This design comes from an exercise in tuning for small area, a short achievable clock period and few clock cycles on the open sky130 flow, not from production work.
No run shown here included a check of the RTL's function; only the layout flow was run.
Power figures rest on the tool's default switching activity, not on a simulated workload.

[design/flow/run.sh]
#!/bin/bash
# synth_recipe.tcl (not shown) runs the flow's synth.tcl, then flattens the netlist and writes it again
# the make line also repeats each setting of config.mk as NAME=value (left out here)
make -C /OpenROAD-flow-scripts/flow DESIGN_CONFIG=/design/flow/config.mk WORK_HOME=/design/flow/orfs CLKGATE_MAP_FILE= SYNTH_SCRIPT=/design/flow/synth_recipe.tcl finish
[design/flow/constraint.sdc]
create_clock -name core_clock -period 10.0 [get_ports {clk}]
set_input_delay 2.0000 -clock core_clock [delete_from_list [all_inputs] [get_ports {clk}]]
set_output_delay 2.0000 -clock core_clock [all_outputs]
set_load 0.01 [all_outputs]
[design/flow/design.v]
package mult_div_unit_pkg;
  localparam int MD_DATA_W    = 32;
  localparam int MD_DIV_STEPS = 32;
  localparam logic [5:0] FUNCT_MFHI  = 6'h10;
  localparam logic [5:0] FUNCT_MTHI  = 6'h11;
  localparam logic [5:0] FUNCT_MFLO  = 6'h12;
  localparam logic [5:0] FUNCT_MTLO  = 6'h13;
  localparam logic [5:0] FUNCT_MULT  = 6'h18;
  localparam logic [5:0] FUNCT_MULTU = 6'h19;
  localparam logic [5:0] FUNCT_DIV   = 6'h1A;
  localparam logic [5:0] FUNCT_DIVU  = 6'h1B;
  typedef enum logic [2:0] {
    MD_IDLE = 3'd0,
    MD_MUL  = 3'd1,
    MD_NORM = 3'd2,
    MD_DIV  = 3'd3,
    MD_FIX  = 3'd4
  } md_state_e;
  function automatic logic md_is_long_op(input logic [5:0] funct);
    md_is_long_op = (funct[5:2] == 4'b0110);
  endfunction
  function automatic logic md_is_signed_op(input logic [5:0] funct);
    md_is_signed_op = (funct == FUNCT_MULT) || (funct == FUNCT_DIV);
  endfunction
endpackage
module mult_div_unit_lzc (
  input  logic [31:0] x,
  output logic [5:0]  n
);
  always_comb begin
    n = 6'd32;
    for (int i = 0; i < 32; i++) begin
      if (x[i]) n = 6'(31 - i);
    end
  end
endmodule
module mult_div_unit_booth_dec (
  input  logic [2:0] w,
  output logic [2:0] sel
);
  always_comb begin
    sel[0] = w[0] ^ w[1];
    sel[1] = (w[2] & ~w[1] & ~w[0]) | (~w[2] & w[1] & w[0]);
    sel[2] = w[2] & ~(w[1] & w[0]);
  end
endmodule
module mult_div_unit_booth_row (
  input  logic [32:0] a,
  input  logic [2:0]  sel,
  output logic [34:0] pp
);
  logic [34:0] mag;
  always_comb begin
    mag = ({35{sel[0]}} & {{2{a[32]}}, a}) | ({35{sel[1]}} & {a[32], a, 1'b0});
    pp  = mag ^ {35{sel[2]}};
  end
endmodule
module mult_div_unit #(
  parameter int DATA_W    = mult_div_unit_pkg::MD_DATA_W,
  parameter int DIV_STEPS = mult_div_unit_pkg::MD_DIV_STEPS
) (
  input  logic              clk,
  input  logic              rst,
  input  logic              flush,
  input  logic              en,
  input  logic [5:0]        funct,
  input  logic [DATA_W-1:0] operand_1,
  input  logic [DATA_W-1:0] operand_2,
  output logic              busy,
  output logic [DATA_W-1:0] hi,
  output logic [DATA_W-1:0] lo,
  output logic              done
);
  mult_div_unit_pkg::md_state_e state;
  logic        last_q;       
  logic [4:0]  cnt_q;        
  logic [5:0]  sel_q;        
  logic        neg_quot_q;
  logic        neg_rem_q;
  logic [31:0] hi_q;
  logic [31:0] lo_q;
  logic [32:0] a_q;          
  logic [32:0] b_q;          
  logic [63:0] acc_q;        
  logic        start, start_mul, start_signed;
  logic [32:0] op1_x, op2_x;
  logic [31:0] op1_mag, op2_mag;
  logic        op2_zero;
  logic [31:0] diff_sign;
  logic [8:1]  fits;
  logic [4:0]  k_init;
  logic [36:0] b_ext_in;
  logic [4:0]  win_init;
  logic [5:0]  sel_init;
  always_comb begin
    start        = en && !flush && (state == mult_div_unit_pkg::MD_IDLE) && mult_div_unit_pkg::md_is_long_op(funct);
    start_mul    = !funct[1];
    start_signed = !funct[0];
    op1_x        = {start_signed & operand_1[31], operand_1};
    op2_x        = {start_signed & operand_2[31], operand_2};
    op1_mag      = (start_signed && operand_1[31]) ? -operand_1 : operand_1;
    op2_mag      = (start_signed && operand_2[31]) ? -operand_2 : operand_2;
    op2_zero     = (operand_2 == 32'd0);
    diff_sign    = operand_2 ^ {32{op2_x[32]}};
    for (int k = 1; k <= 8; k++) fits[k] = (diff_sign >> (4*k-1)) == 32'd0;
    k_init = 5'd8;
    for (int k = 8; k >= 1; k--) if (fits[k]) k_init = 5'(k - 1);
    b_ext_in = {{3{op2_x[32]}}, op2_x, 1'b0};
    win_init = b_ext_in[36:32];
    for (int j = 0; j < 8; j++) if (fits[j+1] && (j == 0 || !fits[j])) win_init = b_ext_in[4*j +: 5];
  end
  mult_div_unit_booth_dec u_dec_i0 (.w(win_init[2:0]), .sel(sel_init[2:0]));
  mult_div_unit_booth_dec u_dec_i1 (.w(win_init[4:2]), .sel(sel_init[5:3]));
  logic [34:0] pp0, pp1;
  logic [41:0] csa_x, csa_y, csa_z, csa_s, csa_c, u;
  logic [23:0] up_inc, up_dec, up_next;
  logic [63:0] acc_next;
  logic [36:0] b_ext;
  logic [4:0]  cnt_dec;
  logic [4:0]  win_next;
  logic [5:0]  sel_next;
  mult_div_unit_booth_row u_row0 (.a(a_q), .sel(sel_q[2:0]), .pp(pp0));
  mult_div_unit_booth_row u_row1 (.a(a_q), .sel(sel_q[5:3]), .pp(pp1));
  always_comb begin
    csa_x    = {2'b00, acc_q[35:0], 1'b0, sel_q[5], 1'b0, sel_q[2]};
    csa_y    = {{7{pp0[34]}}, pp0};
    csa_z    = {{5{pp1[34]}}, pp1, 2'b00};
    csa_s    = csa_x ^ csa_y ^ csa_z;
    csa_c    = {(csa_x[40:0] & csa_y[40:0]) | (csa_x[40:0] & csa_z[40:0]) | (csa_y[40:0] & csa_z[40:0]), 1'b0};
    u        = csa_s + csa_c;
    up_inc   = acc_q[59:36] + 24'd1;
    up_dec   = acc_q[59:36] - 24'd1;
    up_next  = u[41] ? up_dec : (u[40] ? up_inc : acc_q[59:36]);
    acc_next = {up_next, u[39:0]};
    cnt_dec  = cnt_q - 5'd1;
    b_ext    = {{3{b_q[32]}}, b_q, 1'b0};
    win_next = 5'd0;
    for (int j = 0; j < 8; j++) if (cnt_dec[2:0] == 3'(j)) win_next = b_ext[4*j +: 5];
  end
  mult_div_unit_booth_dec u_dec_n0 (.w(win_next[2:0]), .sel(sel_next[2:0]));
  mult_div_unit_booth_dec u_dec_n1 (.w(win_next[4:2]), .sel(sel_next[5:3]));
  logic [5:0]  clz_a, clz_b;
  logic [6:0]  shamt;
  logic [4:0]  sh;
  logic [32:0] dsub;
  logic        qbit;
  logic [31:0] rem_next, quot_next;
  logic        need_fix;
  mult_div_unit_lzc u_lzc_a (.x(a_q[31:0]), .n(clz_a));
  mult_div_unit_lzc u_lzc_b (.x(b_q[31:0]), .n(clz_b));
  always_comb begin
    shamt     = {1'b0, clz_b} - {1'b0, clz_a};
    sh        = shamt[6] ? 5'd0 : shamt[4:0];
    dsub      = {1'b0, a_q[31:0]} - {1'b0, b_q[31:0]};
    qbit      = !dsub[32];
    rem_next  = qbit ? dsub[31:0] : a_q[31:0];
    quot_next = {acc_q[30:0], qbit};
    need_fix  = neg_quot_q || neg_rem_q;
  end
  always_ff @(posedge clk) begin
    if (rst) begin
      state  <= mult_div_unit_pkg::MD_IDLE;
      last_q <= 1'b0;
      hi_q   <= '0;
      lo_q   <= '0;
    end else if (flush) begin
      state  <= mult_div_unit_pkg::MD_IDLE;
      last_q <= 1'b0;
    end else begin
      case (state)
        mult_div_unit_pkg::MD_IDLE: begin
          if (start) begin
            if (start_mul) begin
              a_q    <= op1_x;
              b_q    <= op2_x;
              acc_q  <= '0;
              cnt_q  <= k_init;
              sel_q  <= sel_init;
              last_q <= (k_init == 5'd0);
              state  <= mult_div_unit_pkg::MD_MUL;
            end else begin
              a_q        <= {1'b0, op1_mag};
              b_q        <= {1'b0, op2_mag};
              neg_quot_q <= start_signed && (operand_1[31] ^ operand_2[31]);
              neg_rem_q  <= start_signed && operand_1[31];
              last_q     <= op2_zero;
              state      <= mult_div_unit_pkg::MD_NORM;
            end
          end else if (en && (funct == mult_div_unit_pkg::FUNCT_MTHI)) begin
            hi_q <= operand_1;
          end else if (en && (funct == mult_div_unit_pkg::FUNCT_MTLO)) begin
            lo_q <= operand_1;
          end
        end
        mult_div_unit_pkg::MD_MUL: begin
          acc_q  <= acc_next;
          cnt_q  <= cnt_dec;
          sel_q  <= sel_next;
          last_q <= (cnt_q == 5'd1);
          if (last_q) begin
            hi_q  <= acc_next[63:32];
            lo_q  <= acc_next[31:0];
            state <= mult_div_unit_pkg::MD_IDLE;
          end
        end
        mult_div_unit_pkg::MD_NORM: begin
          b_q    <= b_q << sh;
          cnt_q  <= sh;
          acc_q  <= '0;
          last_q <= (sh == 5'd0) && !need_fix;
          state  <= last_q ? mult_div_unit_pkg::MD_IDLE : mult_div_unit_pkg::MD_DIV;
          if (last_q) last_q <= 1'b0;
        end
        mult_div_unit_pkg::MD_DIV: begin
          a_q    <= {1'b0, rem_next};
          b_q    <= b_q >> 1;
          acc_q  <= {32'd0, quot_next};
          cnt_q  <= cnt_dec;
          last_q <= ((cnt_q == 5'd1) && !need_fix) || ((cnt_q == 5'd0) && need_fix);
          if (cnt_q == 5'd0) begin
            if (last_q) begin
              hi_q  <= rem_next;
              lo_q  <= quot_next;
              state <= mult_div_unit_pkg::MD_IDLE;
            end else begin
              state <= mult_div_unit_pkg::MD_FIX;
            end
          end
        end
        mult_div_unit_pkg::MD_FIX: begin
          hi_q   <= neg_rem_q ? -a_q[31:0] : a_q[31:0];
          lo_q   <= neg_quot_q ? -acc_q[31:0] : acc_q[31:0];
          last_q <= 1'b0;
          state  <= mult_div_unit_pkg::MD_IDLE;
        end
        default: state <= mult_div_unit_pkg::MD_IDLE;
      endcase
    end
  end
  assign busy = mult_div_unit_pkg::md_is_long_op(funct) && !last_q;
  assign done = last_q && !flush;
  assign hi   = hi_q;
  assign lo   = lo_q;
endmodule
[design/flow/config.mk]
export PLATFORM = sky130hd
export DESIGN_NAME = mult_div_unit
export DESIGN_NICKNAME = mult_div_unit
export VERILOG_FILES = /design/flow/design.v
export SDC_FILE = /design/flow/constraint.sdc
export NUM_CORES = 4
export LEC_CHECK = 0
export CAP_MARGIN = 20
export CORE_MARGIN = 2
export CORE_UTILIZATION = 40
export SETUP_SLACK_MARGIN = 5
export SLEW_MARGIN = 20
==> notes.md, run 1 <==
Placement
After legalization and detailed placement, the total HPWL measured 68,090 µm. The placement-stage cell area is 0.02443 mm². At the end of routability-driven placement, the weighted congestion stood at 0.9580. During placement, the flow inserted port buffers numbering 139.

STA
The hold violation count in the final report is 0. The relative slew slack is 33.29%. Setup repair after global routing could not meet its margin everywhere. The ratio of final minimum period to clock period is 50.91%. Final hold analysis gives a worst-case slack of 0.4639 ns. Setup violations remaining at the end of the flow were counted as 0. The count of final max-slew check failures is 0. Setup total negative slack on the finished layout was measured at 0 ns.

Counting I/O delays and the setup requirement, the final critical path takes 5.091 ns. The transition at the pin with the smallest max-transition slack is 0.9973 ns. The top achievable clock speed is 196.4 MHz. The clock arrives with 0.02836 ns of skew.

Cells and area
The number of antenna diodes in the final layout is 0. The fraction of final layout cells with drive strength greater than 1 is 13.64%. The area of all placed cells without fillers is 0.02725 mm². From synthesis to final layout, the design area changed by 20.61%.

The count of nets after finishing is 3,167.

Synth
The most used flip-flop cell after synthesis is sky130_fd_sc_hd__edfxtp_1. The number of warnings issued by yosys is 5. The synthesized cell area is 0.02259 mm².

In this run, synthesis inferred 139 flip-flops with an integrated enable. Counting flops with an async set or reset pin after synthesis yields a share of 0%. Of the post-synthesis cell area, the part taken by muxes is 3.367%. After Yosys synthesis, full adders, half adders and majority gates account for 8.939% of the synthesized area. The synthesized netlist devotes 28.52% of its cell area to compound gates. After Yosys synthesis, XOR and XNOR cells account for 10.30% of the synthesized area.

The synthesized netlist net count is 3,070. The flip-flop and latch count after synthesis is 207. The synthesized area per cell is 7.904 µm².

In this run, distinct cell masters in the synthesized netlist total 89. Sequential cells were found to cover 24.50% of the synthesized design area. The post-synthesis share of cell area spent on and, or, nand and nor gates is 18.78%. The dominant combinational cell family by area after synthesis is compound AO/OA/AOI/OAI gates.

Synthesis produced 2,858 cells.

Drt
The count of nets left with antenna violations after detail routing is 0. The first detailed-routing pass ran for 6 iterations. After detailed routing, the number of vias per cell comes to 6.386. In the routed design, unresolved DRC markers number 0. After detailed routing, the average wire length per cell comes to 24.90 µm.

The routed layout has 23,840 vias. The detailed router's first-iteration violation count is 2,701. The post-detailed-routing wire length is 92,940 µm.

Power
The internal power of the cells totals 0.001648 W. The leakage power is 9.993 nW. The switching power of the nets is 0.0006306 W. The relative contribution of the clock network to total power is 46.0%. The switching part of the total power is 27.68%. The power density relative to cell area is 83.62 mW/mm². The register share of total power is 40.5%. The portion of total power attributed to combinational logic is 13.4%. Across the VDD grid, the largest voltage drop is 0.1210 mV.

Clock tree
The CTS clock-pin slew for the worst setup and hold paths is 0.06 ns. Clock latency on the worst-skew pair, taken at its later pin, is 0.61 ns. The total number of H-tree levels is 1. The root buffer selected by CTS is sky130_fd_sc_hd__clkbuf_16. The total CTS buffers is 28. In this run the deepest clock path goes through 3 buffers.

The clock drives 207 sinks. TritonCTS built the clock tree.

Critical path
The nature of the critical path endpoint is a flop. For the worst setup path, the data required time is 10.33 ns. Of all nets on the critical path, the largest fanout is 8. For the worst setup path, the data arrival time is 5.42 ns. The type of element launching the critical path is a flop. The worst setup path is of the reg2reg kind.

Global route
In the global route stage, met2 resource usage came out at 48.64%. The global-route wire length before repair is 139,000 µm. The via count of the first global-routing pass is 22,470. The number of antenna violations at the first check in global routing came to 0. The met1 routing resource usage after global routing is 39.41%. The met3 capacity usage during global routing is 3.996%. The maximum number of pins on one net before global-route repair is 66. For this run, the total global-route usage over all layers was measured as 30.28%. In this run the most used layer during global routing was met2. The total overflow left after global routing is 0.

Floorplan
The die is 241.6 µm tall. The width of the die is 241.6 µm. For this configuration, the core starts out at a cell density of 40.30%. The die area is 0.05839 mm².

The total area inside the core boundary comes to 0.05606 mm². The number of core rows is 87. In this run the count of I/O pins placed on the die edge is 140.

Flow run
The number of max-cap violations is 0.

Run status
The flow ran to the end and the layout has no timing, DRC or antenna violations.

Hold path
The worst hold-check path type is reg2reg.
## Yosys cell counts (16+ instances only)
master / n / area share [%]
sky130_fd_sc_hd__o21ai_0: 218 / 4.8
sky130_fd_sc_hd__nor3_1: 62 / 1.4
sky130_fd_sc_hd__nand3_1: 73 / 1.6
sky130_fd_sc_hd__mux2i_1: 58 / 2.6
sky130_fd_sc_hd__and3_1: 23 / 0.64
sky130_fd_sc_hd__a211oi_1: 37 / 1.2
sky130_fd_sc_hd__o21a_1: 20 / 0.66
sky130_fd_sc_hd__fa_1: 39 / 3.5
sky130_fd_sc_hd__a21oi_1: 222 / 4.9
sky130_fd_sc_hd__o41ai_1: 16 / 0.62
sky130_fd_sc_hd__dfxtp_1: 68 / 6.0
sky130_fd_sc_hd__nand4_1: 26 / 0.72
sky130_fd_sc_hd__nand2b_1: 25 / 0.69
sky130_fd_sc_hd__xor2_1: 85 / 3.3
sky130_fd_sc_hd__o31ai_1: 31 / 1.0
sky130_fd_sc_hd__and2_1: 18 / 0.50
sky130_fd_sc_hd__a22oi_1: 84 / 2.8
sky130_fd_sc_hd__a31oi_1: 34 / 0.94
sky130_fd_sc_hd__edfxtp_1: 139 / 18
sky130_fd_sc_hd__nand2_1: 279 / 4.6
sky130_fd_sc_hd__a21o_1: 43 / 1.4
sky130_fd_sc_hd__o221a_2: 25 / 1.2
sky130_fd_sc_hd__ha_1: 99 / 5.5
sky130_fd_sc_hd__nor2b_1: 20 / 0.55
sky130_fd_sc_hd__a221oi_1: 38 / 1.5
sky130_fd_sc_hd__nor2_1: 238 / 4.0
sky130_fd_sc_hd__inv_1: 95 / 1.6
sky130_fd_sc_hd__xnor2_1: 178 / 6.9
sky130_fd_sc_hd__clkbuf_1: 196 / 3.3
sky130_fd_sc_hd__or3_1: 33 / 0.91
sky130_fd_sc_hd__o211ai_1: 34 / 1.1
sky130_fd_sc_hd__nor4_1: 34 / 0.94
## power groups by stage
stage	Clock, W	Sequential [W]	Combinational, W
detailed placement	0	0.000943	0.000276
floorplan	0	0.000939	0.000164
CTS	0.00106	0.000924	0.000290
finish	0.00105	0.000924	0.000306
global route	0.00109	0.000924	0.000328
global placement	0	0.000943	0.000275
## metal layers
layer  wire length (µm)  up-vias  share of wire [%]
met5                  0        -                  0
met4               5727        0                6.2
met3               7737      238                8.3
met2              41920     1302                 45
met1              37560    11470                 40
li1                   -    10830                  -
## layout make-up
type	instances	area, µm²
fillers	5412	28810
multi-input cells	2327	16700
flip-flops and latches	207	5535
repair buffers	294	2759
well taps	756	945.9
clock buffers	42	834.6
inverters	97	364.1
clock inverters	10	108.9
## state kept, by name, indices dropped and copies added, names as in the netlist
signal / cells
lo_q: 32
last_q: 1
a_q: 33
neg_rem_q: 1
neg_quot_q: 1
b_q: 33
sel_q: 6
acc_q: 60
hi_q: 32
state: 3
cnt_q: 5
## worst max-delay path: stages (launching register included)
cell,delay (ns)
sky130_fd_sc_hd__edfxtp_1,0.70
sky130_fd_sc_hd__inv_1,0.16
sky130_fd_sc_hd__a311oi_1,0.30
sky130_fd_sc_hd__o31ai_1,0.10
sky130_fd_sc_hd__a211oi_1,0.29
sky130_fd_sc_hd__o31ai_1,0.11
sky130_fd_sc_hd__a211oi_1,0.25
sky130_fd_sc_hd__nor3_1,0.07
sky130_fd_sc_hd__o31a_1,0.28
sky130_fd_sc_hd__inv_1,0.10
sky130_fd_sc_hd__fa_2,0.22
sky130_fd_sc_hd__nor2b_1,0.05
sky130_fd_sc_hd__o21a_1,0.19
sky130_fd_sc_hd__o21a_1,0.21
sky130_fd_sc_hd__o21a_4,0.24
sky130_fd_sc_hd__o21ai_4,0.18
sky130_fd_sc_hd__buf_12,0.16
sky130_fd_sc_hd__buf_6,0.11
sky130_fd_sc_hd__mux2i_4,0.27
sky130_fd_sc_hd__buf_4,0.15
sky130_fd_sc_hd__mux2i_2,0.09
sky130_fd_sc_hd__nand2_1,0.11
sky130_fd_sc_hd__nand2_2,0.09
sky130_fd_sc_hd__a21oi_1,0.24
sky130_fd_sc_hd__o221ai_1,0.15
## final timing paths
path | from | to | slack, ns | cells after the start
worst max-delay path | b_q[7] | b_q[9] | 4.91 | 24
worst min register to register | lo_q[21] | lo_q[21] | 0.46 | 2
worst min-delay path | lo_q[21] | lo_q[21] | 0.46 | 2
worst max register to register | b_q[7] | b_q[9] | 4.91 | 24
## cells by family after synthesis
| kind of cell | count (synthesis) |
|---|---|
| XOR/XNOR | 264 |
| adder cells (fa/ha/maj) | 138 |
| buffers and inverters | 326 |
| AO/OA/AOI/OAI | 961 |
| flip-flops | 207 |
| AND/OR/NAND/NOR | 894 |
| multiplexers | 68 |
## placed cells by master (no fill, tap or decap), types with 11 or more instances in the layout
cell type,instances
sky130_fd_sc_hd__o41ai_1,16
sky130_fd_sc_hd__o221a_2,25
sky130_fd_sc_hd__a221o_1,14
sky130_fd_sc_hd__o21ai_0,204
sky130_fd_sc_hd__nand4_1,26
sky130_fd_sc_hd__and3_1,22
sky130_fd_sc_hd__mux2i_1,40
sky130_fd_sc_hd__o22ai_1,13
sky130_fd_sc_hd__and2_1,16
sky130_fd_sc_hd__buf_4,131
sky130_fd_sc_hd__o221ai_1,11
sky130_fd_sc_hd__or3_1,31
sky130_fd_sc_hd__o21a_1,17
sky130_fd_sc_hd__nand2b_1,23
sky130_fd_sc_hd__nor3_1,57
sky130_fd_sc_hd__a31oi_1,28
sky130_fd_sc_hd__nor2_1,227
sky130_fd_sc_hd__ha_1,92
sky130_fd_sc_hd__nor2b_1,16
sky130_fd_sc_hd__a22oi_1,80
sky130_fd_sc_hd__buf_6,13
sky130_fd_sc_hd__xnor2_1,176
sky130_fd_sc_hd__xor2_1,85
sky130_fd_sc_hd__o211ai_1,34
sky130_fd_sc_hd__a221oi_1,35
sky130_fd_sc_hd__fa_1,38
sky130_fd_sc_hd__nor4_1,30
sky130_fd_sc_hd__a211oi_1,29
sky130_fd_sc_hd__o31ai_1,30
sky130_fd_sc_hd__clkdlybuf4s50_1,134
sky130_fd_sc_hd__inv_1,91
sky130_fd_sc_hd__a21o_1,43
sky130_fd_sc_hd__dfxtp_1,68
sky130_fd_sc_hd__a21oi_2,15
sky130_fd_sc_hd__clkbuf_16,30
sky130_fd_sc_hd__nand3_1,71
sky130_fd_sc_hd__mux2i_2,11
sky130_fd_sc_hd__nand2_1,273
sky130_fd_sc_hd__edfxtp_1,139
sky130_fd_sc_hd__a21oi_1,205
## stage by stage
stage | setup slack, ns | utilization [%] | total power (W) | instances
finish | 4.909 | 48.60 | 0.002278 | 3733
global route | 4.584 | 48.60 | 0.002341 | 3733
CTS | 4.956 | 47.13 | 0.002275 | 3684
detailed placement | 3.874 | 43.58 | 0.001219 | 3565
global placement | 4.023 | 43.58 | 0.001217 | 3565
floorplan | 5.027 | - | 0.001104 | 2858
## timing repair
action / CTS / global route
hold endpoints to repair: 0 / 0
setup endpoints to repair: 90 / 87
gates cloned: 3 / 2
resized for setup: 123 / 91
pin swaps: 27 / 34
buffers inserted: 64 / 47
hold buffers: 0 / 0
==> inputs of run 2 (changes only) <==
--- a/design/flow/design.v
+++ b/design/flow/design.v
@@ -14,7 +14,8 @@
     MD_MUL  = 3'd1,
     MD_NORM = 3'd2,
     MD_DIV  = 3'd3,
-    MD_FIX  = 3'd4
+    MD_FIX  = 3'd4,
+    MD_ABS  = 3'd5
   } md_state_e;
   function automatic logic md_is_long_op(input logic [5:0] funct);
     md_is_long_op = (funct[5:2] == 4'b0110);
@@ -27,11 +28,36 @@
   input  logic [31:0] x,
   output logic [5:0]  n
 );
-  always_comb begin
-    n = 6'd32;
-    for (int i = 0; i < 32; i++) begin
-      if (x[i]) n = 6'(31 - i);
-    end
+  logic [15:0] v1;
+  logic [15:0] c1;
+  logic [7:0]  v2;
+  logic [15:0] c2;
+  logic [3:0]  v3;
+  logic [11:0] c3;
+  logic [1:0]  v4;
+  logic [7:0]  c4;
+  logic        v5;
+  logic [4:0]  c5;
+  always_comb begin
+    for (int i = 0; i < 16; i++) begin
+      v1[i] = x[2*i+1] | x[2*i];
+      c1[i] = ~x[2*i+1];
+    end
+    for (int i = 0; i < 8; i++) begin
+      v2[i]         = v1[2*i+1] | v1[2*i];
+      c2[2*i +: 2]  = v1[2*i+1] ? {1'b0, c1[2*i+1]} : {1'b1, c1[2*i]};
+    end
+    for (int i = 0; i < 4; i++) begin
+      v3[i]         = v2[2*i+1] | v2[2*i];
+      c3[3*i +: 3]  = v2[2*i+1] ? {1'b0, c2[2*(2*i+1) +: 2]} : {1'b1, c2[2*(2*i) +: 2]};
+    end
+    for (int i = 0; i < 2; i++) begin
+      v4[i]         = v3[2*i+1] | v3[2*i];
+      c4[4*i +: 4]  = v3[2*i+1] ? {1'b0, c3[3*(2*i+1) +: 3]} : {1'b1, c3[3*(2*i) +: 3]};
+    end
+    v5 = v4[1] | v4[0];
+    c5 = v4[1] ? {1'b0, c4[7:4]} : {1'b1, c4[3:0]};
+    n  = v5 ? {1'b0, c5} : 6'd32;
   end
 endmodule
 module mult_div_unit_booth_dec (
@@ -84,30 +110,38 @@
   logic [63:0] acc_q;        
   logic        start, start_mul, start_signed;
   logic [32:0] op1_x, op2_x;
-  logic [31:0] op1_mag, op2_mag;
   logic        op2_zero;
-  logic [31:0] diff_sign;
-  logic [8:1]  fits;
-  logic [4:0]  k_init;
-  logic [36:0] b_ext_in;
+  logic [4:0]  k1, k2;
+  logic [4:0]  win1, win2;
+  logic        swap;
   logic [4:0]  win_init;
   logic [5:0]  sel_init;
+  function automatic logic [9:0] md_chunks(input logic [32:0] x);
+    logic [31:0] d;
+    logic [8:1]  f;
+    logic [36:0] e;
+    logic [4:0]  k;
+    logic [4:0]  w;
+    d = x[31:0] ^ {32{x[32]}};
+    for (int i = 1; i <= 8; i++) f[i] = (d >> (4*i-1)) == 32'd0;
+    e = {{3{x[32]}}, x, 1'b0};
+    k = 5'd8;
+    w = e[36:32];
+    for (int i = 8; i >= 1; i--) if (f[i]) k = 5'(i - 1);
+    for (int j = 0; j < 8; j++) if (f[j+1] && (j == 0 || !f[j])) w = e[4*j +: 5];
+    md_chunks = {k, w};
+  endfunction
   always_comb begin
     start        = en && !flush && (state == mult_div_unit_pkg::MD_IDLE) && mult_div_unit_pkg::md_is_long_op(funct);
     start_mul    = !funct[1];
     start_signed = !funct[0];
     op1_x        = {start_signed & operand_1[31], operand_1};
     op2_x        = {start_signed & operand_2[31], operand_2};
-    op1_mag      = (start_signed && operand_1[31]) ? -operand_1 : operand_1;
-    op2_mag      = (start_signed && operand_2[31]) ? -operand_2 : operand_2;
     op2_zero     = (operand_2 == 32'd0);
-    diff_sign    = operand_2 ^ {32{op2_x[32]}};
-    for (int k = 1; k <= 8; k++) fits[k] = (diff_sign >> (4*k-1)) == 32'd0;
-    k_init = 5'd8;
-    for (int k = 8; k >= 1; k--) if (fits[k]) k_init = 5'(k - 1);
-    b_ext_in = {{3{op2_x[32]}}, op2_x, 1'b0};
-    win_init = b_ext_in[36:32];
-    for (int j = 0; j < 8; j++) if (fits[j+1] && (j == 0 || !fits[j])) win_init = b_ext_in[4*j +: 5];
+    {k1, win1}   = md_chunks(op1_x);
+    {k2, win2}   = md_chunks(op2_x);
+    swap         = start_mul && (k1 < k2);
+    win_init     = swap ? win1 : win2;
   end
   mult_div_unit_booth_dec u_dec_i0 (.w(win_init[2:0]), .sel(sel_init[2:0]));
   mult_div_unit_booth_dec u_dec_i1 (.w(win_init[4:2]), .sel(sel_init[5:3]));
@@ -145,6 +179,7 @@
   logic [32:0] dsub;
   logic        qbit;
   logic [31:0] rem_next, quot_next;
+  logic [31:0] a_neg, b_neg;
   logic        need_fix;
   mult_div_unit_lzc u_lzc_a (.x(a_q[31:0]), .n(clz_a));
   mult_div_unit_lzc u_lzc_b (.x(b_q[31:0]), .n(clz_b));
@@ -155,6 +190,8 @@
     qbit      = !dsub[32];
     rem_next  = qbit ? dsub[31:0] : a_q[31:0];
     quot_next = {acc_q[30:0], qbit};
+    a_neg     = -a_q[31:0];
+    b_neg     = -b_q[31:0];
     need_fix  = neg_quot_q || neg_rem_q;
   end
   always_ff @(posedge clk) begin
@@ -170,21 +207,20 @@
       case (state)
         mult_div_unit_pkg::MD_IDLE: begin
           if (start) begin
+            a_q        <= swap ? op2_x : op1_x;
+            b_q        <= swap ? op1_x : op2_x;
+            acc_q      <= '0;
+            neg_quot_q <= op1_x[32] ^ op2_x[32];
+            neg_rem_q  <= op1_x[32];
             if (start_mul) begin
-              a_q    <= op1_x;
-              b_q    <= op2_x;
-              acc_q  <= '0;
-              cnt_q  <= k_init;
+              cnt_q  <= swap ? k1 : k2;
               sel_q  <= sel_init;
-              last_q <= (k_init == 5'd0);
+              last_q <= ((swap ? k1 : k2) == 5'd0);
               state  <= mult_div_unit_pkg::MD_MUL;
             end else begin
-              a_q        <= {1'b0, op1_mag};
-              b_q        <= {1'b0, op2_mag};
-              neg_quot_q <= start_signed && (operand_1[31] ^ operand_2[31]);
-              neg_rem_q  <= start_signed && operand_1[31];
-              last_q     <= op2_zero;
-              state      <= mult_div_unit_pkg::MD_NORM;
+              last_q <= op2_zero;
+              state  <= (op1_x[32] || op2_x[32]) && !op2_zero ? mult_div_unit_pkg::MD_ABS
+                                                               : mult_div_unit_pkg::MD_NORM;
             end
           end else if (en && (funct == mult_div_unit_pkg::FUNCT_MTHI)) begin
             hi_q <= operand_1;
@@ -203,10 +239,14 @@
             state <= mult_div_unit_pkg::MD_IDLE;
           end
         end
+        mult_div_unit_pkg::MD_ABS: begin
+          a_q   <= {1'b0, a_q[32] ? a_neg : a_q[31:0]};
+          b_q   <= {1'b0, b_q[32] ? b_neg : b_q[31:0]};
+          state <= mult_div_unit_pkg::MD_NORM;
+        end
         mult_div_unit_pkg::MD_NORM: begin
           b_q    <= b_q << sh;
           cnt_q  <= sh;
-          acc_q  <= '0;
           last_q <= (sh == 5'd0) && !need_fix;
           state  <= last_q ? mult_div_unit_pkg::MD_IDLE : mult_div_unit_pkg::MD_DIV;
           if (last_q) last_q <= 1'b0;
@@ -218,6 +258,7 @@
           cnt_q  <= cnt_dec;
           last_q <= ((cnt_q == 5'd1) && !need_fix) || ((cnt_q == 5'd0) && need_fix);
           if (cnt_q == 5'd0) begin
+            b_q <= {1'b0, quot_next};
             if (last_q) begin
               hi_q  <= rem_next;
               lo_q  <= quot_next;
@@ -228,8 +269,8 @@
           end
         end
         mult_div_unit_pkg::MD_FIX: begin
-          hi_q   <= neg_rem_q ? -a_q[31:0] : a_q[31:0];
-          lo_q   <= neg_quot_q ? -acc_q[31:0] : acc_q[31:0];
+          hi_q   <= neg_rem_q ? a_neg : a_q[31:0];
+          lo_q   <= neg_quot_q ? b_neg : b_q[31:0];
           last_q <= 1'b0;
           state  <= mult_div_unit_pkg::MD_IDLE;
         end
==> design/flow/flow/run.sh (new file) <==
#!/bin/bash
# Standard synthesis, then the standard layout with a tighter timing-repair target.
set -euo pipefail
bash standard.sh synth > synth.log 2>&1
bash standard.sh SETUP_SLACK_MARGIN=6.0 finish > layout.log 2>&1
==> design/flow/standard.sh (new file) <==
#!/bin/bash
# synth_recipe.tcl (not shown) runs the flow's synth.tcl, then flattens the netlist and writes it again
# the make line also repeats each setting of config.mk as NAME=value (left out here)
make -C /OpenROAD-flow-scripts/flow DESIGN_CONFIG=/design/flow/config.mk WORK_HOME=/design/flow/orfs CLKGATE_MAP_FILE= SYNTH_SCRIPT=/design/flow/synth_recipe.tcl "${@:-finish}"
--- a/design/flow/config.mk
+++ b/design/flow/config.mk
@@ -8,5 +8,4 @@
 export CAP_MARGIN = 20
 export CORE_MARGIN = 2
 export CORE_UTILIZATION = 40
-export SETUP_SLACK_MARGIN = 5
 export SLEW_MARGIN = 20
removed: design/flow/run.sh
==> run 2 against run 1 <==
Net effect:
- non-clock buffer count increased by 309
- utilization increased by 9.8 points
- sequential cell count unchanged
- hold slack better by 0.034 ns
- synthesized cell count rose by 9.9%
- routed wire length rose by 55%
- clock power rose by 8%
==> notes.md, run 2 <==
Clock tree
The root buffer cell chosen for the clock tree is sky130_fd_sc_hd__clkbuf_16. TritonCTS built the clock tree. For this design, the CTS-stage hold fixing added 0 buffers. The buffer levels on the longest clock path is 3. The clock insertion delay at the later pin of the skew report is 0.63 ns. In this run the number of H-tree levels came out at 1. The total CTS buffers is 29. Clock tree synthesis found a total of 207 sinks.

After clock tree synthesis, the clock-pin slew on the worst setup and hold paths is 0.07 ns.

STA
For this run, the top clock speed supported by timing is 193.3 MHz. Adding up every negative setup slack in the final design gives 0 ns. At the pin with the least slew margin, the transition time is 1.173 ns. The clock period minus final worst setup slack is 5.174 ns. Clock skew on the completed layout was measured at 0.03447 ns. The worst pin sits at a relative slew slack of 21.63%. Setup repair after global routing could not meet its margin everywhere. The count of final max-slew check failures is 0. The hold violation count in the final report was 0.

In the finished design, the share of the clock period the worst path needs comes to 51.74%. Setup violations remaining at the end of the flow were counted as 0.

Placement
In this run the cell area measured after placement is 0.02721 mm². The final weighted congestion of routability-driven global placement is 1.049. The count of input and output buffers is 139.

The total half-perimeter wirelength after legalization and detailed placement is 98,100 µm.

Synth
The synthesized netlist net count is 3,352. Ranked by total cell area, the synthesized netlist is headed by sky130_fd_sc_hd__edfxtp_1 (17%), sky130_fd_sc_hd__xnor2_1 (7.0%), sky130_fd_sc_hd__mux2i_1 (5.9%). The synthesized instance count is 3,140. The number of warnings issued by yosys is 6.

Of the synthesized area, sequential elements account for 22.44%. The share of synthesized area in the top cell type comes to 16.92%. The dominant cell by count in the synthesized netlist is sky130_fd_sc_hd__nand2_1. After synthesis the netlist holds a flip-flop and latch count of 207.

In the synthesized netlist the async set-or-reset flop fraction comes to 0%. The synthesized area per cell is 7.855 µm². The commonest register cell after synthesis is sky130_fd_sc_hd__edfxtp_1. By count the netlist is led by sky130_fd_sc_hd__nand2_1 (357), sky130_fd_sc_hd__nor2_1 (257), sky130_fd_sc_hd__a21oi_1 (240), sky130_fd_sc_hd__clkbuf_1 (224), sky130_fd_sc_hd__xnor2_1 (198). The synthesized design contains 139 enable-type register cells. sky130_fd_sc_hd__edfxtp_1 takes more of the synthesized area than any other cell. Counting distinct cell types in the post-synthesis netlist gives 90.

The synthesized cell area is 0.02466 mm².

Critical path
The worst setup path is launched from a flop. At the worst endpoint, the required time is 10.31 ns. At the worst endpoint, the arrival time is 5.49 ns.

The type of the setup path with the least slack is reg2reg. In this run the worst path has a maximum fanout of 7. The depth of the most critical reg-to-reg path is 25.

The nature of the critical path endpoint is a flop.

Cells and area
The layout overhead on the synthesized area is 45.38%. The area occupied by multi-input gates is 0.02191 mm². Across the whole layout, storage elements account for 0.005535 mm². The largest registers in the layout are acc_q x60, a_q x33, b_q x33.

The area of all placed cells without fillers is 0.03586 mm². The fraction of final layout cells with drive strength greater than 1 is 33.33%. The number of flip-flops in the largest register is 60. The top cell types in the final layout, fill and taps aside, are sky130_fd_sc_hd__nand2_1 (333), sky130_fd_sc_hd__buf_4 (325), sky130_fd_sc_hd__nor2_1 (228). After the last flow step, the layout net total stands at 3,723. The register with the most flip-flops in the final layout is acc_q.

Counting the fill cells in the layout gives 5,385. The most frequent standard cell in the layout excluding fill and tap cells is sky130_fd_sc_hd__nand2_1.

Global route
The total overflow left after global routing is 0. The via count of the first global-routing pass is 27,920. The maximum number of pins on one net before global-route repair is 61. The first global-routing pass estimated 201,400 µm of wire. The number of antenna violations at the first check in global routing came to 5. Global routing consumed, over all layers together, 43.50% of the routing resources.

Run status
The run finished with no timing, DRC or antenna violations.

Floorplan
The initialized floorplan defines 91 standard-cell rows. The starting density of the core is 40.19%. The die area is 0.06366 mm². For this design the top-level I/O count stands at 140. The floorplan step set the die height to 252.3 µm. The width of the die is 252.3 µm. The total area inside the core boundary comes to 0.06137 mm².

Drt
Detailed routing inserted a total of 30,070 vias. In the final routed layout, each cell accounts on average for 33.40 µm. The post-detailed-route DRC marker count is 0. The count of TritonRoute iterations in the first routing pass is 8. Wires add up to 144,500 µm. The count of nets left with antenna violations after detail routing is 0.

The routed via count divided by cell count is 6.950. In this run, the number of DRC markers left after iteration 0 of detailed routing was 4,067.

Power
Across the VDD grid, the largest voltage drop is 0.1418 mV. For this design the static power due to leakage is 13.31 nW. The power density relative to cell area is 74.80 mW/mm².

Flow run
The number of max-cap violations is 0.

Hold path
The path class of the tightest hold or removal check is reg2reg. The hold-critical path depth is 2.
[run 2: per-layer routing]
layer / track usage, % / wire length, µm / part of all wire (%)
met1: 54.95 / 53700 / 37
met2: 64.34 / 60290 / 42
met3: 11.73 / 17650 / 12
met4: 30.36 / 12820 / 8.9
met5: 0 / 15 / 0.010
[run 2: cell families after synthesis]
group           synth area share [%]
flops                          22.44
mux                            8.026
compound gates                 27.20
simple gates                   19.48
buf+inv                        5.763
fa+ha+maj                      8.188
xor+xnor                       8.898
[run 2: final timing paths]
check	endpoint	startpoint	slack (ns)
worst max-delay path	b_q[23]	a_q[4]	4.83
worst min-delay path	lo_q[13]	lo_q[13]	0.50
worst max register to register	b_q[23]	a_q[4]	4.83
worst min register to register	lo_q[13]	lo_q[13]	0.50
[run 2: power by group]
part | switching [W] | internal (W) | total [W]
clock network | 0.000485 | 0.000650 | 0.00113
logic | 0.000332 | 0.000290 | 0.000622
registers | 0.00000461 | 0.000921 | 0.000926
total | 0.000821 | 0.00186 | 0.00268
[run 2: timing repair]
action | in CTS | in global routing
resized for setup | 884 | 253
pin swaps | 261 | 131
setup endpoints to repair | 304 | 177
gates cloned | 19 | 1
buffers inserted | 303 | 86
[run 2: area by class of cell]
type	count	share of cell area, %
Clock buffer	41	2.582
Sequential cell	207	15.44
Tap cell	790	2.757
Inverter	94	1.040
Clock inverter	13	0.2652
Multi-Input combinational cell	2576	61.12
Antenna cell	2	0.01396
Timing Repair Buffer	603	16.78
[run 2: worst max-delay path, cell delays in order, from the launching register on]
cell                       delay, ns
sky130_fd_sc_hd__edfxtp_1       0.47
sky130_fd_sc_hd__o31ai_4        0.31
sky130_fd_sc_hd__a211oi_2       0.10
sky130_fd_sc_hd__nor3_1         0.22
sky130_fd_sc_hd__o31ai_1        0.13
sky130_fd_sc_hd__nand2_1        0.07
sky130_fd_sc_hd__nand2_1        0.05
sky130_fd_sc_hd__nand2_1        0.09
sky130_fd_sc_hd__a211oi_2       0.09
sky130_fd_sc_hd__o311ai_4       0.46
sky130_fd_sc_hd__inv_2          0.08
sky130_fd_sc_hd__fa_2           0.40
sky130_fd_sc_hd__nor2b_1        0.12
sky130_fd_sc_hd__o21a_1         0.14
sky130_fd_sc_hd__o21a_2         0.17
sky130_fd_sc_hd__o21ai_4        0.07
sky130_fd_sc_hd__buf_12         0.15
sky130_fd_sc_hd__buf_6          0.12
sky130_fd_sc_hd__a21oi_4        0.18
sky130_fd_sc_hd__buf_6          0.13
sky130_fd_sc_hd__buf_12         0.13
sky130_fd_sc_hd__mux4_2         0.34
sky130_fd_sc_hd__o32a_1         0.19
sky130_fd_sc_hd__a32o_2         0.31
sky130_fd_sc_hd__a22oi_2        0.23
sky130_fd_sc_hd__o211ai_1       0.11
[run 2: per-stage QoR]
step | cells | worst slack, ns | total power (W) | hold WS [ns] | util (%)
after global routing | 4324 | 4.718 | 0.002711 | 0.5144 | 58.42
after floorplan | 3140 | 4.817 | 0.001166 | 0.5105 | -
after CTS | 4237 | 4.999 | 0.002586 | 0.5004 | 55.54
after global placement | 3860 | 2.666 | 0.001310 | 0.4867 | 44.30
after detailed placement | 3861 | 2.523 | 0.001314 | 0.4853 | 44.34
final | 4326 | 4.826 | 0.002682 | 0.4976 | 58.43
==> inputs of run 3 (changes only) <==
==> design/flow/flow/run.sh (replaced) <==
#!/bin/bash
# Standard synthesis, then the standard layout with a tighter timing-repair target.
set -euo pipefail
bash standard.sh synth > synth.log 2>&1
bash standard.sh SETUP_SLACK_MARGIN=5.5 finish > layout.log 2>&1
==> run 3 against run 2 <==
Net effect:
- still clean on timing, DRC and antenna
- critical path depth decreased by 7
- sequential share of layout area increased by 0.77 points
- utilization decreased by 2.8 points
- synthesized cell count unchanged
- largest power group unchanged
==> notes.md, run 3 <==
Synth
Of the post-synthesis cell area, the dominant cell type holds 16.92%. Sorting the synthesized cells by area gives the leading types as sky130_fd_sc_hd__edfxtp_1 (17%), sky130_fd_sc_hd__xnor2_1 (7.0%), sky130_fd_sc_hd__mux2i_1 (5.9%). By count the netlist is led by sky130_fd_sc_hd__nand2_1 (357), sky130_fd_sc_hd__nor2_1 (257), sky130_fd_sc_hd__a21oi_1 (240), sky130_fd_sc_hd__clkbuf_1 (224), sky130_fd_sc_hd__xnor2_1 (198). Sequential elements use 22.44% of the synthesized area. The share of flip-flops with an asynchronous set or reset is 0%. The commonest register cell after synthesis is sky130_fd_sc_hd__edfxtp_1.

The synthesized design contains 207 register bits. The synthesized netlist net count is 3,352. The synthesized instance count is 3,140. The synthesized area per cell is 7.855 µm². Summed over all instances, the cell type with the most area after synthesis is sky130_fd_sc_hd__edfxtp_1. The number of warnings issued by yosys is 6. The synthesized cell area is 0.02466 mm². The most common cell in the synthesized netlist is sky130_fd_sc_hd__nand2_1. The count of cell types in the netlist is 90. Yosys mapped a number of flops with a built-in enable equal to 139.

Cells and area
The number of flip-flops in the largest register is 60. Once layout is done, the placed cells without fillers occupy 0.03416 mm². The final layout contains 3,690 nets. The largest registers in the layout are acc_q x60, a_q x33, b_q x33. The library cell used most frequently in the layout, excluding fill and tap cells, is sky130_fd_sc_hd__buf_4. In the layout the commonest cells are sky130_fd_sc_hd__buf_4 (339), sky130_fd_sc_hd__nand2_1 (337), sky130_fd_sc_hd__nor2_1 (230). The layout overhead on the synthesized area is 38.50%.

More flip-flops sit in one register than any other, and that register is acc_q. The fraction of final layout cells with drive strength greater than 1 is 29.63%.

Power
Power spread over the standard cell area amounts to 73.65 mW/mm². The largest vdd supply drop is 0.1245 mV. The leakage power is 12.72 nW. Registers are responsible for 36.8% of the overall power. The clock network burns 41.0% of the power.

The internal portion of the total power is 0.001734 W. The overall power is 0.002516 W. The switching part of the total power is 31.06%. The switching power of the nets is 0.0007815 W. The portion of total power attributed to combinational logic is 22.2%.

Critical path
STA classifies the critical path startpoint as a flop. The type of the setup path with the least slack is reg2reg. Grouping stages by cell kind, the critical path spends the most delay in compound AO/OA/AOI/OAI gates. The slowest library cell on the worst path is sky130_fd_sc_hd__or4_1.

STA puts the critical path data arrival time at 5.56 ns. The signal on the critical path passes through buf_4 -> buf_4 -> or4_1 -> a21oi_1 -> o21ai_0 -> a211oi_2 -> ha_4 -> nor2b_1 -> o21a_1 -> o21a_1 -> o21a_2 -> o21ai_2 -> buf_8 -> nand2_1 -> o32a_1 -> a32o_2 -> a22oi_2 -> o211ai_1. Counting both buffers and inverters, the worst setup path holds a total of 3. The required time of the critical path is 10.35 ns. Along the worst path, the maximum fanout reaches 26.

STA classifies the critical path endpoint as a flop. The largest stage delay on the critical path is 0.48 ns.

STA
Dividing the final minimum period by the clock period gives 52.17%. The clock period minus final worst setup slack is 5.217 ns. The worst pin sits at a relative slew slack of 28.06%.

After routing, the total negative slack on setup checks comes to 0 ns. The count of final max-slew check failures is 0. Clock skew on the completed layout was measured at 0.03226 ns. For the pin with the worst max-slew slack, the measured transition is 1.075 ns. Setup violations remaining at the end of the flow were counted as 0. Setup repair after global routing could not meet its margin everywhere. The hold violation count in the final report is 0. The top achievable clock speed is 191.7 MHz.

Drt
Wires add up to 146,400 µm. The routed via count divided by cell count is 6.944. The pre-antenna-repair detailed-routing pass consisted of 6 iterations.

In this run the remaining antenna-violating nets after routing total 0. The routed layout has 29,800 vias. The detailed router's first-iteration violation count is 4,295. Dividing the detail-routed wire length by the instance count gives 34.11 µm.

After detailed routing, the number of remaining DRC violations is 0.

Global route
The global-route wire length before repair is 199,700 µm. The number of antenna violations at the first check in global routing came to 7. Global routing used 43.50% of the available tracks. Global routing consumed, on the met3 layer, 11.25% of the routing resources. The met1 routing resource usage after global routing is 56.61%. The via count of the first global-routing pass is 26,990. The maximum number of pins on one net before global-route repair is 61. The total global routing overflow is 0.

The highest-utilization routing layer at the global route stage is met2. The met2 global-route usage is 64.28%.

Run status
The run finished with no timing, DRC or antenna violations.

Floorplan
The die area is 0.06366 mm². The standard cell core area is 0.06137 mm². The number of ports placed on the die boundary is 140. The floorplan has 91 rows. Measured along the x axis, the die boundary spans 252.3 µm. The die is 252.3 µm tall. Once the floorplan was initialized, standard cells occupied 40.19% of the core.

Flow run
The number of max-cap violations is 0.

Clock tree
The CTS sink count is 207. Clock tree synthesis inserted a total of 28 buffers. Clock-pin slew was measured on the worst setup and hold paths at 0.07 ns. CTS built an H-tree with a depth of 1. The tree is rooted in a sky130_fd_sc_hd__clkbuf_16. Buffers inserted to repair hold after CTS numbered 0. The clock insertion delay at the later pin of the skew report is 0.62 ns. The buffer levels on the longest clock path is 3.

The TritonCTS clock tree is yes.

Placement
The placed instances occupy a cell area of 0.02673 mm². The final weighted congestion of routability-driven global placement is 1.035. Summed over all nets, the half-perimeter wirelength after detailed placement is 100,800 µm. The count of input and output buffers is 139.

Hold path
The worst hold path belongs to the class reg2reg.
==> run 3: cell counts after synthesis <==
Identical to the previous run, type by type.
==> run 3: stage by stage <==
step	hold slack [ns]	cells	setup slack [ns]	utilization (%)
after floorplan	0.5105	3140	4.817	-
after global placement	0.4837	3871	2.259	43.54
after detailed placement	0.4834	3871	2.169	43.55
after CTS	0.4953	4155	4.978	51.50
after global routing	0.5150	4290	4.700	55.65
final	0.4909	4292	4.783	55.66
==> run 3: logic make-up after synthesis <==
| group | Yosys count | synth area share [%] |
|---|---|---|
| xor gates and xnor gates | 249 | 8.898 |
| adders and majority gates | 138 | 8.188 |
| buffers and inverters | 362 | 5.763 |
| AOI/OAI and AO/OA | 985 | 27.20 |
| DFF | 207 | 22.44 |
| muxes | 182 | 8.026 |
| and+or+nand+nor | 1017 | 19.48 |
==> run 3: final timing paths <==
path	end	depth (start not counted)	slack [ns]	startpoint
max reg2reg	b_q[23]	18	4.78	b_q[4]
max	b_q[23]	18	4.78	b_q[4]
min reg2reg	lo_q[20]	2	0.49	lo_q[20]
min	lo_q[20]	2	0.49	lo_q[20]
==> run 3: layer usage <==
metal / part of all wire [%] / routed length [µm]
met1: 37 / 54500
met4: 8.2 / 11960
met3: 13 / 18740
met5: 0.051 / 74
met2: 42 / 61130
==> run 3: what timing repair did <==
| item | 4_1_cts | 5_1_grt |
|---|---|---|
| resized for setup | 633 | 352 |
| cloned | 11 | 2 |
| setup buffers | 221 | 133 |
| endpoints found under the setup margin | 160 | 138 |
| pin swaps | 99 | 179 |
==> run 3: power groups by stage <==
stage / Clock (W) / Sequential [W] / Combinational [W]
CTS: 0.00103 / 0.000926 / 0.000478
floorplan: 0 / 0.000943 / 0.000218
finish: 0.00103 / 0.000926 / 0.000557
global placement: 0 / 0.000946 / 0.000356
global route: 0.00106 / 0.000926 / 0.000571
detailed placement: 0 / 0.000946 / 0.000360
==> run 3: final cells by class <==
type                    instances  area (µm²)
repair buffers                569        5280
clock inverters                18       145.1
multi-input cells            2578       21060
well taps                     790       988.4
diodes                          2       5.005
inverters                      94       369.1
flip-flops and latches        207        5535
clock buffers                  34       774.5
fillers                      5556       27210
==> run 3: worst register-to-register path: stages (launching register included) <==
cell and delay (ns):
sky130_fd_sc_hd__edfxtp_1 0.47, sky130_fd_sc_hd__buf_4 0.20, sky130_fd_sc_hd__buf_4 0.18, sky130_fd_sc_hd__or4_1 0.49
sky130_fd_sc_hd__a21oi_1 0.30, sky130_fd_sc_hd__o21ai_0 0.20, sky130_fd_sc_hd__a211oi_2 0.35, sky130_fd_sc_hd__ha_4 0.25
sky130_fd_sc_hd__nor2b_1 0.13, sky130_fd_sc_hd__o21a_1 0.19, sky130_fd_sc_hd__o21a_1 0.21, sky130_fd_sc_hd__o21a_2 0.28
sky130_fd_sc_hd__o21ai_2 0.17, sky130_fd_sc_hd__buf_8 0.26, sky130_fd_sc_hd__nand2_1 0.20, sky130_fd_sc_hd__o32a_1 0.40
sky130_fd_sc_hd__a32o_2 0.32, sky130_fd_sc_hd__a22oi_2 0.27, sky130_fd_sc_hd__o211ai_1 0.12
==> inputs of run 4 (changes only) <==
==> design/flow/run.sh (new file) <==
#!/bin/bash
# synth_recipe.tcl (not shown) runs the flow's synth.tcl, then flattens the netlist and writes it again
# the make line also repeats each setting of config.mk as NAME=value (left out here)
make -C /OpenROAD-flow-scripts/flow DESIGN_CONFIG=/design/flow/config.mk WORK_HOME=/design/flow/orfs CLKGATE_MAP_FILE= SYNTH_SCRIPT=/design/flow/synth_recipe.tcl finish
--- a/design/flow/config.mk
+++ b/design/flow/config.mk
@@ -8,4 +8,5 @@
 export CAP_MARGIN = 20
 export CORE_MARGIN = 2
 export CORE_UTILIZATION = 40
+export SETUP_SLACK_MARGIN = 5
 export SLEW_MARGIN = 20
removed: design/flow/flow/run.sh
removed: design/flow/standard.sh
==> run 4 against run 3 <==
Net effect:
- synthesized area unchanged
- hold slack better by 0.0035 ns
- sequential power about the same
- clock power hardly changed
- global-route usage shrank 3.1 points
- largest cell class unchanged
- largest power group unchanged
==> notes.md, run 4 <==
Run status
The flow ran to the end and the layout has no timing, DRC or antenna violations.

Power
The leakage power is 11.91 nW. The switching part of the total power is 30.53%. IR analysis of the VDD net gives a maximum drop of 0.1250 mV. Registers are responsible for 37.2% of the overall power.

For this design the total switching power over the nets is 0.0007602 W. For this design the ratio of total power to cell area is 79.10 mW/mm². The portion of total power attributed to combinational logic is 20.5%. Per report_power, the clock group accounts for 42.3% of the total. Cell internal power was estimated by the tool at 0.001730 W.

Critical path
For the worst setup path, the data required time is 10.34 ns. In this run the critical register-to-register path is launched from a_q[7]. The type of the setup path with the least slack is reg2reg.

The largest stage delay on the critical path is 0.47 ns. The sum of buffers and inverters on the critical path is 4. The setup slack on the worst flop-to-flop path is 4.84 ns. The signal on the critical path passes through nor2_4 -> o31ai_4 -> a211oi_2 -> nor3_2 -> o31ai_2 -> nand2_1 -> nand2_1 -> nand2_1 -> a211oi_2 -> o311ai_2 -> inv_1 -> fa_2 -> nor2b_1 -> o21a_1 -> o21a_1 -> o21ai_2 -> buf_6 -> buf_4 -> nand2_1 -> nand2_2 -> buf_6 -> mux2i_4 -> nor2_1 -> or3_1. Along the worst path, the maximum fanout reaches 19. The data arrival time of the critical path is 5.51 ns. The slowest library cell on the worst path is sky130_fd_sc_hd__edfxtp_1. The type of element launching the critical path is a flop. The kind of cell with the highest combined delay along the critical path is compound AO/OA/AOI/OAI gates.

The worst setup path is captured at a flop. The most common cell type on the critical path is sky130_fd_sc_hd__nand2_1. The depth of the most critical reg-to-reg path is 24. The endpoint of the worst-slack reg-to-reg timing path is b_q[29].

Synth
In the synthesized netlist, the number of instances is 3,140. The commonest cells after synthesis are sky130_fd_sc_hd__nand2_1 (357), sky130_fd_sc_hd__nor2_1 (257), sky130_fd_sc_hd__a21oi_1 (240), sky130_fd_sc_hd__clkbuf_1 (224), sky130_fd_sc_hd__xnor2_1 (198). The netlist uses 90 different library cells. The synthesized area per cell is 7.855 µm². The largest total area in the synthesized netlist belongs to sky130_fd_sc_hd__edfxtp_1.

For this run, the number of Yosys warnings is 6. The flip-flop and latch count after synthesis is 207. The synthesized cell area is 0.02466 mm². The sequential-to-total area share from yosys stat is 22.44%. Sorting the synthesized cells by area gives the leading types as sky130_fd_sc_hd__edfxtp_1 (17%), sky130_fd_sc_hd__xnor2_1 (7.0%), sky130_fd_sc_hd__mux2i_1 (5.9%). The synthesized design contains 139 enable-type register cells.

The dominant cell by count in the synthesized netlist is sky130_fd_sc_hd__nand2_1. The share of flip-flops with an asynchronous set or reset is 0%. In this run the biggest area consumer among cell types represents 16.92% of the synthesized area.

The commonest register cell after synthesis is sky130_fd_sc_hd__edfxtp_1. The synthesized netlist net count is 3,352.

Drt
In the routed layout, each cell is associated on average with a via count of 6.923. The count of TritonRoute iterations in the first routing pass is 6. For this block, the initial DRC count from the detailed router was 4,035. The final layout contains routed wiring with a total length of 135,400 µm. The count of nets left with antenna violations after detail routing is 0.

In the routed design, unresolved DRC markers number 0. In the final routed layout, each cell accounts on average for 32.36 µm. The total via count in the routed design is 28,970.

Cells and area
In the layout the commonest cells are sky130_fd_sc_hd__nand2_1 (350), sky130_fd_sc_hd__buf_4 (269), sky130_fd_sc_hd__nor2_1 (240). The finished layout holds 4,184 standard cells, fillers aside. In the final layout, the registers with the most flip-flops are acc_q x60, a_q x33, b_q x33.

The register with the most flip-flops is acc_q. In the final layout, the share of cells above drive strength 1 is 21.29%. Measured on the finished design, the core utilization comes to 51.29%.

The layout overhead on the synthesized area is 27.63%. The final layout contains 3,580 nets. The number of flip-flops in the largest register is 60. The library cell used most frequently in the layout, excluding fill and tap cells, is sky130_fd_sc_hd__nand2_1.

STA
Dividing the final minimum period by the clock period gives 51.63%. The count of final setup violators is 0. The count of final max-slew check failures is 0.

Between clock sinks in the finished design, the worst skew comes to 0.01920 ns. The routed design could run at a clock period as short as 5.163 ns. For the pin with the worst max-slew slack, the measured transition is 1.245 ns. The total negative slack for setup checks is 0 ns. The worst pin sits at a relative slew slack of 16.24%. The top achievable clock speed is 193.7 MHz.

The hold violation count in the final report was 0. Setup repair after global routing could not meet its margin everywhere.

Floorplan
The die height is 252.3 µm. The starting density of the core is 40.19%. The core region is 0.06137 mm². The number of core rows is 91. The number of ports placed on the die boundary is 140. The die covers 0.06366 mm². Measured along the x axis, the die boundary spans 252.3 µm.

Flow run
The tool flagged a number of max-cap violations equal to 0.

Clock tree
Clock latency on the worst-skew pair, taken at its later pin, is 0.59 ns. The CTS clock-pin slew for the worst setup and hold paths is 0.07 ns. The buffer levels on the longest clock path is 3. The total CTS buffers is 29. The total number of H-tree levels is 1.

The root buffer selected by CTS is sky130_fd_sc_hd__clkbuf_16. The TritonCTS clock tree is yes. The CTS sink count is 207.

Global route
The global-route wire length before repair is 187,800 µm. For this run, global-route usage on met3 was measured as 10.58%. For met1 alone, demand over resource in global routing was 53.46%. For met2 alone, demand over resource in global routing was 58.70%. The number of antenna violations at the first check in global routing was 5.

The total global routing overflow is 0. After global routing, the most crowded layer is met2. The via count of the first global-routing pass is 26,090. Entering global routing, the biggest net connects 61 pins. In the global route stage, overall resource usage came out at 40.36%.

Placement
Once detailed placement completed, the half-perimeter wirelength came to 96,710 µm. The count of input and output buffers is 139. The number of placed instances, taps included is 3,866. The congestion estimate from routability-driven global placement came to 1.058.

Hold path
In this run the worst hold path is classified as reg2reg. The hold-critical path depth is 2. In this run the most critical hold path is launched from lo_q[20]. For hold timing, the worst endpoint is lo_q[20].
## run 4: changes by cell type in the layout (fill, tap and decap cells not counted), sizes merged, moves of 2 or more
cell,delta
buf,-120
bufbuf,+2
clkdlybuf4s15,+4
clkdlybuf4s50,+5
clkinv,-2
clkinvlp,+5
dlygate4sd2,+3
inv,-2
## run 4: worst max path at each step
stage / startpoint / end / depth (start not counted)
floorplan: operand_1[29] / b_q[19] / 15
global placement: operand_2[31] / a_q[9] / 15
detailed placement: operand_2[31] / a_q[4] / 15
CTS: b_q[3] / b_q[23] / 23
global route: b_q[6] / b_q[29] / 22
finish: a_q[7] / b_q[29] / 24
## run 4: cells by family after synthesis
kind of cell | Yosys count | synth area share, %
DFF | 207 | 22.44
muxes | 182 | 8.026
adders and majority gates | 138 | 8.188
xor gates and xnor gates | 249 | 8.898
and+or+nand+nor | 1017 | 19.48
AOI/OAI and AO/OA | 985 | 27.20
buffers and inverters | 362 | 5.763
## run 4: area by class of cell
| type | count | area [µm²] |
|---|---|---|
| fillers | 5844 | 29890 |
| clock buffers | 34 | 774.5 |
| flip-flops and latches | 207 | 5535 |
| inverters | 94 | 372.9 |
| well taps | 790 | 988.4 |
| clock inverters | 20 | 157.7 |
| diodes | 3 | 7.507 |
| repair buffers | 463 | 4330 |
| multi-input cells | 2573 | 19310 |
## run 4: tightest hold or removal path, stage by stage (launching register included)
cell and delay, ns:
sky130_fd_sc_hd__dfxtp_1 0.31, sky130_fd_sc_hd__nor2_1 0.10, sky130_fd_sc_hd__nor3_1 0.05
## run 4: what timing repair did
item | in CTS | in global routing
hold buffers | 0 | 0
pin swaps | 50 | 59
buffers inserted | 139 | 111
endpoints found under the setup margin | 127 | 119
gates cloned | 6 | 5
gates resized for setup | 358 | 200
## run 4: layer usage
metal / vias up / wire length (µm)
li1: 12210 / -
met1: 13920 / 51890
met2: 2296 / 54830
met3: 541 / 17750
met4: 0 / 10920
met5: - / 0
## run 4: power groups by stage
stage          logic (W)  registers, W  clock network (W)
2_1_floorplan   0.000220      0.000943                  0
3_3_place_gp    0.000354      0.000946                  0
3_5_place_dp    0.000360      0.000946                  0
4_1_cts         0.000442      0.000927            0.00105
5_1_grt         0.000524      0.000926            0.00107
6_report        0.000511      0.000926            0.00105
## run 4: metrics by stage
stage	setup slack (ns)	cell area [µm²]	hold slack [ns]	total power, W
2_1_floorplan	4.819	24880	0.5105	0.001163
3_3_place_gp	2.542	26660	0.4851	0.001301
3_5_place_dp	2.456	26660	0.4813	0.001307
4_1_cts	4.856	29700	0.4947	0.002417
5_1_grt	4.722	31470	0.5107	0.002524
6_report	4.837	31480	0.4944	0.002490

port drivers added, routing unchanged:
In the flow no input, the clock included, has a driving cell. The finished layouts below were timed again as built, in two steps. Step 1: set_driving_cell puts a clkbuf_16 on clk and a buf_2 on each other input, an assumption about the parent block. Step 2 also shifts input and output timing later by t, the mid clock arrival at the registers, as if the neighbouring blocks saw the same clock. Slacks: no drivers / after step 1 / after step 2; pairs: no drivers / after step 1.
run | t (ns) | slack for setup (ns) | worst register clock-pin slew, ns
run 1 | 0.654 | 4.909 / 4.909 / 4.540 | 0.07 / 0.07
run 2 | 0.675 | 4.826 / 4.826 / 4.353 | 0.07 / 0.07
run 3 | 0.673 | 4.783 / 4.783 / 4.321 | 0.07 / 0.07
run 4 | 0.649 | 4.837 / 4.837 / 4.234 | 0.07 / 0.07
After both steps every run listed still meets setup and hold. The setup slack of run 4, which loses most, moves by 0.000 ns with the drivers and by -0.603 ns with both steps.
